Context: an optimization exercise on an open-source flow, tuned for small area. The choices shown serve that exercise and are no tape-out recipe. Function was checked by simulation only, so behaviour that the tests miss may differ from the original. No activity file was given, so power comes from the tool's default toggle rates.

Design button_debounce_auto_repeat, start of the top module:
module button_debounce_auto_repeat (
  input  wire logic        clk_i,
  input  wire logic        rst_ni,
  input  wire logic        cfg_we_i,
  input  wire logic [1:0]  cfg_idx_i,
  input  wire logic [15:0] cfg_data_i,
  input  wire logic        tick_valid_i,
  output logic             tick_ready_o,
  input  wire logic [5:0]  tick_raw_buttons_i,
  output logic             evt_valid_o,
  input  wire logic        evt_ready_i,
  output logic [2:0]       evt_button_index_o,
  output logic             evt_event_kind_o,
  output logic             evt_last_event_o
);
  localparam int NUM_BUTTONS = bdar_pkg::NUM_BUTTONS_DEF;
  localparam int IdxW = (NUM_BUTTONS > 1) ? $clog2(NUM_BUTTONS) : 1;
  logic [15:0]            deb_n_q, del_n_q, int_n_q;
  logic [15:0]            deb_n_d, del_n_d, int_n_d;
  logic                   del_zero;
  logic [NUM_BUTTONS-1:0] res_ev;
  logic [NUM_BUTTONS-1:0] stable;
  logic                   tick_acc;
  logic [15:0]            data_n;
  logic                   we_deb, we_del, we_int;
  assign data_n = ~cfg_data_i;
  assign we_deb = cfg_we_i && (cfg_idx_i == bdar_pkg::CFG_DEBOUNCE);
  assign we_del = cfg_we_i && (cfg_idx_i == bdar_pkg::CFG_DELAY);
  assign we_int = cfg_we_i && (cfg_idx_i == bdar_pkg::CFG_INTERVAL);
  for (genvar i = 0; i < 16; i++) begin : g_cfg
    bdar_mux2 u_deb (.s_i(we_deb), .a_i(data_n[i]), .b_i(deb_n_q[i]), .y_o(deb_n_d[i]));
    bdar_mux2 u_del (.s_i(we_del), .a_i(data_n[i]), .b_i(del_n_q[i]), .y_o(del_n_d[i]));
  ...
For scale: ~1,200 cells after synthesis, about 170 flip-flops, roughly 12,000 sq um of cells after synthesis.
export LEC_CHECK = 0
export CAP_MARGIN = 20
export CORE_MARGIN = 2
export CORE_UTILIZATION = 85
export SLEW_MARGIN = 20
export SYNTH_HIERARCHICAL = 1
create_clock -name core_clock -period 8.0 [get_ports {clk_i}]
standard.sh (not shown) runs the stock make flow with config.mk's settings and CLKGATE_MAP_FILE= SYNTH_SCRIPT=/design/flow/synth_recipe.tcl, a recipe that flattens the netlist after the stock synthesis.
==> flow/flow/run.sh <==
#!/bin/bash
# The standard layout, with three changes: every cell goes to its smallest
# drive strength after floorplanning (downsize.tcl), the ports get buf_1
# buffers, and CTS uses clkbuf_8 in large clusters without dummy loads.
set -euo pipefail
here=$(pwd)
export POST_FLOORPLAN_TCL="$here/flow/downsize.tcl"
export BUFFER_PORTS_ARGS="-buffer_cell sky130_fd_sc_hd__buf_1"
export CTS_ARGS="-sink_clustering_enable -repair_clock_nets -buf_list sky130_fd_sc_hd__clkbuf_8 -sink_clustering_size 50 -sink_clustering_max_diameter 100 -dont_use_dummy_load"
bash standard.sh finish > "$here/standard_flow.log" 2>&1
==> flow/flow/downsize.tcl <==
# Put every cell on the smallest drive strength of its own function (same
# name up to the _N suffix), skipping cells on the don't-use list. The
# placement's repair_design then buffers or sizes up what needs it.
set db [ord::get_db]
set block [ord::get_db_block]
set dont_use {}
if { [info exists ::env(DONT_USE_CELLS)] } {
  set dont_use $::env(DONT_USE_CELLS)
}
proc my_is_dont_use { name pats } {
  foreach p $pats {
    if { [string match $p $name] } { return 1 }
  }
  return 0
}
set swapped 0
set saved 0
foreach inst [$block getInsts] {
  set m [$inst getMaster]
  set name [$m getName]
  if { ![regexp {^(sky130_fd_sc_hd__[a-z0-9]+)_([0-9]+)$} $name -> base sz] } { continue }
  set best $m
  set best_area [expr { [$m getWidth] * [$m getHeight] }]
  foreach n {0 1 2 3 4 6 8 12 16} {
    set cand [$db findMaster "${base}_$n"]
    if { $cand == "NULL" || $cand == "" } { continue }
    if { [my_is_dont_use "${base}_$n" $dont_use] } { continue }
    set a [expr { [$cand getWidth] * [$cand getHeight] }]
    if { $a < $best_area } {
      set best $cand
      set best_area $a
    }
  }
  if { $best != $m } {
    set saved [expr { $saved + [$m getWidth] * [$m getHeight] - $best_area }]
    $inst swapMaster $best
    incr swapped
  }
}
puts "downsize: swapped $swapped cells, saved [expr { $saved / 1.0e6 }] um^2"
Rerun with:
Settings changed: CORE_UTILIZATION 85 to 75.
Outcome: The changed run went through all stages and came out clean. Die area grows by 13%. Total power falls by 0.72%. Core utilization shrinks by 10 points.
Rerun with:
Settings changed: CORE_UTILIZATION 75 to 60.
What happened: The changed run finished with timing, DRC and antenna clean; count of clock-buffer cells in the layout stays the same; non-clock buffer count stays the same; combinational power decreases by about 0.9%; worst setup slack gets better by 190 ps; register-to-register slack gets better by 180 ps; via count decreases by 2.3%; wire length increases by 4.7%; clock skew barely changes; power is about the same; core utilization decreases by 14 points.

==> static timing again, ports no longer ideal <==
Ports are ideal in the flow. The routed layouts listed here were re-timed in OpenROAD. Step 1: set_driving_cell puts a clkbuf_16 on clk_i and a buf_2 on each other input, an assumption about the parent block. Step 2 times the ports against the registers' clock, not the clock port: input delays grow and output delays shrink by t, the midpoint of the rising clock arrivals with the driver on. Three values: no drivers, after step 1, after step 2; two values: the first two.
run | t, ns | setup WS [ns] | latest minus earliest clock arrival (ns) | slew at the worst register clock pin (ns)
the first run | 0.494 | 1.746 / 1.763 / 1.268 | 0.027 / 0.027 | 0.09 / 0.09
the second run | 0.484 | 1.947 / 1.967 / 1.483 | 0.032 / 0.033 | 0.10 / 0.10
the third run | 0.489 | 2.141 / 2.164 / 1.674 | 0.033 / 0.033 | 0.10 / 0.10
After both steps setup and hold are still met in every run listed. For the first run, which loses most, drivers alone change the setup slack by +0.017 ns; drivers and shift together by -0.478 ns.
